What follows belongs to an exercise in optimizing a design on an open flow for small area; a production flow would make more cautious choices.
Function was checked by simulation only, so behaviour that the tests miss may differ from the original.
Power figures rest on the tool's default switching activity, not on a simulated workload.

Setup of run 1:
// core_top
module core_top (
    input  logic        clk,
    input  logic        reset,
    input  logic [19:0] instruction,
    input  logic        load_en,
    input  logic [2:0]  load_addr,
    input  logic [2:0]  rd_addr,
    input  logic [19:0] load_data,
    output logic [19:0] rd_data,
    output logic        fetch_enable,
    output logic        decode_enable,
    output logic        execute_enable,
    output logic        write_back_enable,
    output logic        trap_mode,
    output logic        zero_flag,
    output logic        sign_flag,
    output logic        carry_flag
);
Size: ~77 I/O pins, about 12000 sq um of cells after synthesis.
Settings: LEC_CHECK=0, CAP_MARGIN=20, CORE_MARGIN=2, CORE_UTILIZATION=45, CTS_BUF_LIST=sky130_fd_sc_hd__clkbuf_4 sky130_fd_sc_hd__clkbuf_8, PLACE_DENSITY=0.6, SLEW_MARGIN=20, SYNTH_HIERARCHICAL=1, SYNTH_MINIMUM_KEEP_SIZE=0; clock period 8.0 ns.
run.sh (not shown) runs the stock make flow with config.mk's settings and CLKGATE_MAP_FILE= SYNTH_SCRIPT=/design/flow/synth_recipe.tcl, a recipe that flattens the netlist after the stock synthesis.
Run 1 finished all stages; the layout is clean.
Changes in run 2 relative to run 1:
- removing CTS_BUF_LIST (formerly sky130_fd_sc_hd__clkbuf_4 sky130_fd_sc_hd__clkbuf_8)
==> flow/flow/run.sh (new file) <==
#!/bin/bash
# Layout flow: the standard flow (standard.sh, unchanged synthesis and
# steps) with two settings changed:
#  - port buffers are sky130_fd_sc_hd__buf_1 (every port still gets one);
#  - the clock tree is built from clkbuf_4/clkbuf_8 without dummy loads,
#    with sink clusters of up to 14 flip-flops.
# Each tool's full output stays in orfs/logs/; make's output goes to
# flow_make.log in the work folder.
set -euo pipefail
export BUFFER_PORTS_ARGS="-buffer_cell sky130_fd_sc_hd__buf_1"
export CTS_ARGS="-sink_clustering_enable -repair_clock_nets -dont_use_dummy_load -buf_list {sky130_fd_sc_hd__clkbuf_4 sky130_fd_sc_hd__clkbuf_8} -sink_clustering_size 14 -sink_clustering_max_diameter 60"
bash standard.sh finish > flow_make.log 2>&1
==> flow/standard.sh (new file) <==
#!/bin/bash
# synth_recipe.tcl (not shown) runs the flow's synth.tcl, then flattens the netlist and writes it again
# the make line also repeats each setting of config.mk as NAME=value (left out here)
make -C /OpenROAD-flow-scripts/flow DESIGN_CONFIG=/design/flow/config.mk WORK_HOME=/design/flow/orfs CLKGATE_MAP_FILE= SYNTH_SCRIPT=/design/flow/synth_recipe.tcl "${@:-finish}"
removed: flow/run.sh
[summary]
- Compared with run 1, run 2 is the less power-hungry design.
- Between run 2 and run 1, it is run 2 whose share of the clock period used by the worst path is lower, by 3.2 points.
- [compare] base=run 1 new=run 2: hold slack decreased by 14 ps relative to the old numbers, first-pass GRT wire length decreased by 2.6% relative to the old numbers, total placed instance area decreased by about 3.4% relative to the old numbers.
- Diff run 1 -> run 2: via total after detailed routing lower, setup slack higher.

* * *

Another version of the RTL of core_top (not shown whole).
For scale: about 1500 cells after synthesis, roughly 220 flip-flops, ~77 I/O pins, about 13000 um2 of cells after synthesis.
clock: 8.0 ns
lec_check: 0
cap_margin: 20
core_margin: 2
core_utilization: 50
cts_buf_list: sky130_fd_sc_hd__clkbuf_4 sky130_fd_sc_hd__clkbuf_8
place_density: 0.65
slew_margin: 20
Stock flow here: none of the scripts above is used.
The starting point completed with no timing, DRC or antenna violations.
Rerun with:
==> flow/flow/run.sh (new file) <==
#!/bin/bash
# Layout flow: the standard flow (standard.sh, unchanged synthesis and
# steps) with two settings changed:
#  - port buffers are sky130_fd_sc_hd__buf_1 (every port still gets one);
#  - the clock tree is built from clkbuf_4/clkbuf_8 without dummy loads,
#    with sink clusters of up to 16 flip-flops.
# Each tool's full output stays in orfs/logs/; make's output goes to
# flow_make.log in the work folder.
set -euo pipefail
export BUFFER_PORTS_ARGS="-buffer_cell sky130_fd_sc_hd__buf_1"
export CTS_ARGS="-sink_clustering_enable -repair_clock_nets -dont_use_dummy_load -buf_list {sky130_fd_sc_hd__clkbuf_4 sky130_fd_sc_hd__clkbuf_8} -sink_clustering_size 16 -sink_clustering_max_diameter 80"
bash standard.sh finish > flow_make.log 2>&1
==> flow/standard.sh (new file) <==
#!/bin/bash
# synth_recipe.tcl (not shown) runs the flow's synth.tcl, then flattens the netlist and writes it again
# the make line also repeats each setting of config.mk as NAME=value (left out here)
make -C /OpenROAD-flow-scripts/flow DESIGN_CONFIG=/design/flow/config.mk WORK_HOME=/design/flow/orfs CLKGATE_MAP_FILE= SYNTH_SCRIPT=/design/flow/synth_recipe.tcl "${@:-finish}"
--- a/flow/config.mk
+++ b/flow/config.mk
@@ -10,3 +10,2 @@
 export CORE_UTILIZATION = 50
-export CTS_BUF_LIST = sky130_fd_sc_hd__clkbuf_4 sky130_fd_sc_hd__clkbuf_8
 export PLACE_DENSITY = 0.65
removed: flow/run.sh
Final cell count drops by a few percent; die area stays the same; setup slack degrades by 0.030 ns; core utilization drops by 4.1 points; total power came out lower by about a fifth.
Rerun with:
==> flow/run.sh (new file) <==
#!/bin/bash
# synth_recipe.tcl (not shown) runs the flow's synth.tcl, then flattens the netlist and writes it again
# the make line also repeats each setting of config.mk as NAME=value (left out here)
make -C /OpenROAD-flow-scripts/flow DESIGN_CONFIG=/design/flow/config.mk WORK_HOME=/design/flow/orfs CLKGATE_MAP_FILE= SYNTH_SCRIPT=/design/flow/synth_recipe.tcl finish
removed: flow/flow/run.sh
removed: flow/standard.sh
Result: Cell area climbs by 7.7%; first-iteration DRC count drops by 16%; setup slack is better by 0.034 ns; clock skew drops by 0.042 ns; synthesized cell count is unchanged; utilization climbs by 4.1 points; die area is unchanged; cell count climbs by 1.3%; critical path depth does not change.

* * *

== run A ==
Another version of the RTL of core_top (not shown whole).
Size in the first run: about 1100 cells after synthesis, about 220 flip-flops, ~77 I/O pins, ~12000 um2 of cells after synthesis.
export LEC_CHECK = 0
export CAP_MARGIN = 20
export CORE_MARGIN = 2
export CORE_UTILIZATION = 50
export PLACE_DENSITY = 0.65
export SLEW_MARGIN = 20
export SYNTH_HIERARCHICAL = 1
export SYNTH_MINIMUM_KEEP_SIZE = 0
create_clock -name core_clock -period 8.0 [get_ports {clk}]
standard.sh (not shown) runs the stock make flow with config.mk's settings and CLKGATE_MAP_FILE= SYNTH_SCRIPT=/design/flow/synth_recipe.tcl, a recipe that flattens the netlist after the stock synthesis.
==> flow/flow/run.sh <==
#!/bin/bash
# Layout flow: the standard flow (standard.sh, unchanged synthesis and
# steps) with these settings changed:
#  - port buffers are sky130_fd_sc_hd__buf_1 (every port still gets one);
#  - the clock tree is built from clkbuf_4/clkbuf_8 without dummy loads,
#    with sink clusters of up to 16 flip-flops;
#  - after global routing, cells on paths with timing slack to spare are
#    downsized (ORFS RECOVER_POWER step).
# Each tool's full output stays in orfs/logs/; make's output goes to
# flow_make.log in the work folder.
set -euo pipefail
export BUFFER_PORTS_ARGS="-buffer_cell sky130_fd_sc_hd__buf_1"
export RECOVER_POWER=100
export CTS_ARGS="-sink_clustering_enable -repair_clock_nets -dont_use_dummy_load -buf_list {sky130_fd_sc_hd__clkbuf_4 sky130_fd_sc_hd__clkbuf_8} -sink_clustering_size 16 -sink_clustering_max_diameter 80"
bash standard.sh finish > flow_make.log 2>&1
Run A completed end to end; final checks failed (max-capacitance violations, max-slew violations).
Setup changes, run A to run B
# run A
export LEC_CHECK = 0
export CAP_MARGIN = 20
export CORE_MARGIN = 2
export CORE_UTILIZATION = 50
export PLACE_DENSITY = 0.65
export SLEW_MARGIN = 20
export SYNTH_HIERARCHICAL = 1
export SYNTH_MINIMUM_KEEP_SIZE = 0
create_clock -name core_clock -period 8.0 [get_ports {clk}]
# run B
export LEC_CHECK = 0
export CAP_MARGIN = 20
export CORE_MARGIN = 2
export CORE_UTILIZATION = 70
export PLACE_DENSITY = 0.85
export SLEW_MARGIN = 20
export SYNTH_HIERARCHICAL = 1
export SYNTH_MINIMUM_KEEP_SIZE = 0
create_clock -name core_clock -period 8.0 [get_ports {clk}]
==> flow/flow/run.sh <==
#!/bin/bash
# Layout flow: the standard flow (standard.sh, unchanged synthesis and
# steps) with these settings changed:
#  - port buffers are sky130_fd_sc_hd__buf_1 (every port still gets one);
#  - the clock tree is built from clkbuf_4/clkbuf_8 without dummy loads,
#    with sink clusters of up to 16 flip-flops.
# Each tool's full output stays in orfs/logs/; make's output goes to
# flow_make.log in the work folder.
set -euo pipefail
export BUFFER_PORTS_ARGS="-buffer_cell sky130_fd_sc_hd__buf_1"
export CTS_ARGS="-sink_clustering_enable -repair_clock_nets -dont_use_dummy_load -buf_list {sky130_fd_sc_hd__clkbuf_4 sky130_fd_sc_hd__clkbuf_8} -sink_clustering_size 16 -sink_clustering_max_diameter 80"
bash standard.sh finish > flow_make.log 2>&1
Results
- Sequential share of layout area (run B over run A): increase, 0.25 points
- Taking run A as the reference, in run B non-clock buffer share of cell area moved up; number of vias in the routed layout moved up; antenna diode count moved up.
- Run B | stages: all done | timing, DRC, antenna: all pass
## Diff of input files: run C against run B
# run B
export LEC_CHECK = 0
export CAP_MARGIN = 20
export CORE_MARGIN = 2
export CORE_UTILIZATION = 70
export PLACE_DENSITY = 0.85
export SLEW_MARGIN = 20
export SYNTH_HIERARCHICAL = 1
export SYNTH_MINIMUM_KEEP_SIZE = 0
create_clock -name core_clock -period 8.0 [get_ports {clk}]
# run C
export LEC_CHECK = 0
export CAP_MARGIN = 20
export CORE_MARGIN = 2
export CORE_UTILIZATION = 65
export PLACE_DENSITY = 0.8
export SLEW_MARGIN = 20
export SYNTH_HIERARCHICAL = 1
export SYNTH_MINIMUM_KEEP_SIZE = 0
create_clock -name core_clock -period 8.0 [get_ports {clk}]
Results
- On share of power burned in the clock network, run C and run B are neck and neck.
- Power: run C draws less than run B
- Relative to run B, the critical path depth of run C is higher by 5.
- Clock skew: run C and run B compared, lower one is run B
- Delta (run C minus run B): ratio of final minimum period to clock period decreased 0.37 points; sequential share of layout area essentially unchanged; power dissipated in combinational cells decreased about 2%.
The inputs of run D differ from those of run C as listed below.
# run C
export LEC_CHECK = 0
export CAP_MARGIN = 20
export CORE_MARGIN = 2
export CORE_UTILIZATION = 65
export PLACE_DENSITY = 0.8
export SLEW_MARGIN = 20
export SYNTH_HIERARCHICAL = 1
export SYNTH_MINIMUM_KEEP_SIZE = 0
create_clock -name core_clock -period 8.0 [get_ports {clk}]
# run D
export LEC_CHECK = 0
export CAP_MARGIN = 20
export CORE_MARGIN = 2
export CORE_UTILIZATION = 55
export PLACE_DENSITY = 0.7
export SLEW_MARGIN = 20
export SYNTH_HIERARCHICAL = 1
export SYNTH_MINIMUM_KEEP_SIZE = 0
create_clock -name core_clock -period 8.0 [get_ports {clk}]
==> flow/flow/run.sh <==
#!/bin/bash
# Layout flow: the standard flow (standard.sh, unchanged synthesis and
# steps) with two settings changed:
#  - port buffers are sky130_fd_sc_hd__buf_1 (every port still gets one);
#  - the clock tree is built from clkbuf_4/clkbuf_8 without dummy loads,
#    with sink clusters of up to 14 flip-flops.
# Each tool's full output stays in orfs/logs/; make's output goes to
# flow_make.log in the work folder.
set -euo pipefail
export BUFFER_PORTS_ARGS="-buffer_cell sky130_fd_sc_hd__buf_1"
export CTS_ARGS="-sink_clustering_enable -repair_clock_nets -dont_use_dummy_load -buf_list {sky130_fd_sc_hd__clkbuf_4 sky130_fd_sc_hd__clkbuf_8} -sink_clustering_size 14 -sink_clustering_max_diameter 60"
bash standard.sh finish > flow_make.log 2>&1
==> comparison <==
- Largest net degree at the start of global routing of run C is on par with run D.
- When run D is set beside run C, its clock period minus worst slack turns out to be 62 ps smaller.
- Run D vs. run C: setup slack went up by 62 ps.
- Cmp run D and run C / slew of the pin with the lowest slew margin / higher: run C
- Diff run C -> run D: register-to-register slack went up 60 ps, multi-input gate share of total cell area went down 0.52 points, amount of wire on met3 after detailed routing went down 7.0%.

## separate check: timing with driven ports
The results above use ideal ports. As a check the final layouts listed here were re-extracted and re-timed, cells and wires unchanged. Step 1 sets driving cells, clkbuf_16 on the clock port and buf_2 on the other inputs (assumed; they add their load-dependent delay and slew). Step 2 moves the port delays by t, midway between the first and last clock arrival at a register: inputs arrive t later, outputs are due t later. That takes back most of the time a late clock gives input paths. Three values: ideal, step 1, step 2; two values: the first two.
| run | t (ns) | setup WS [ns] | clock arrival spread, ns | slew at the worst register clock pin (ns) | worst data-port slew with drivers (ns) |
|---|---|---|---|---|---|
| run 1 | 0.592 | 1.595 / 1.595 / 1.595 | 0.017 / 0.018 | 0.08 / 0.08 | 0.04 |
| run 2 | 0.593 | 1.849 / 1.849 / 1.849 | 0.115 / 0.114 | 0.10 / 0.10 | 0.04 |
| the first run of note 2 | 0.606 | 1.005 / 1.005 / 1.005 | 0.026 / 0.026 | 0.06 / 0.06 | 0.04 |
| the second run of note 2 | 0.576 | 0.975 / 0.975 / 0.975 | 0.062 / 0.063 | 0.11 / 0.11 | 0.04 |
| the third run of note 2 | 0.599 | 1.009 / 1.009 / 1.009 | 0.021 / 0.021 | 0.06 / 0.06 | 0.05 |
| run A | 0.573 | 1.282 / 1.301 / 0.728 | 0.056 / 0.056 | 0.11 / 0.11 | 0.05 |
| run B | 0.572 | 2.068 / 2.068 / 2.068 | 0.021 / 0.021 | 0.12 / 0.12 | 0.05 |
| run C | 0.564 | 2.097 / 2.097 / 2.097 | 0.054 / 0.053 | 0.12 / 0.12 | 0.06 |
| run D | 0.589 | 2.159 / 2.159 / 2.159 | 0.052 / 0.052 | 0.09 / 0.09 | 0.06 |
The setup slack of run A, which loses most, moves by +0.019 ns with the drivers and by -0.554 ns with both steps.
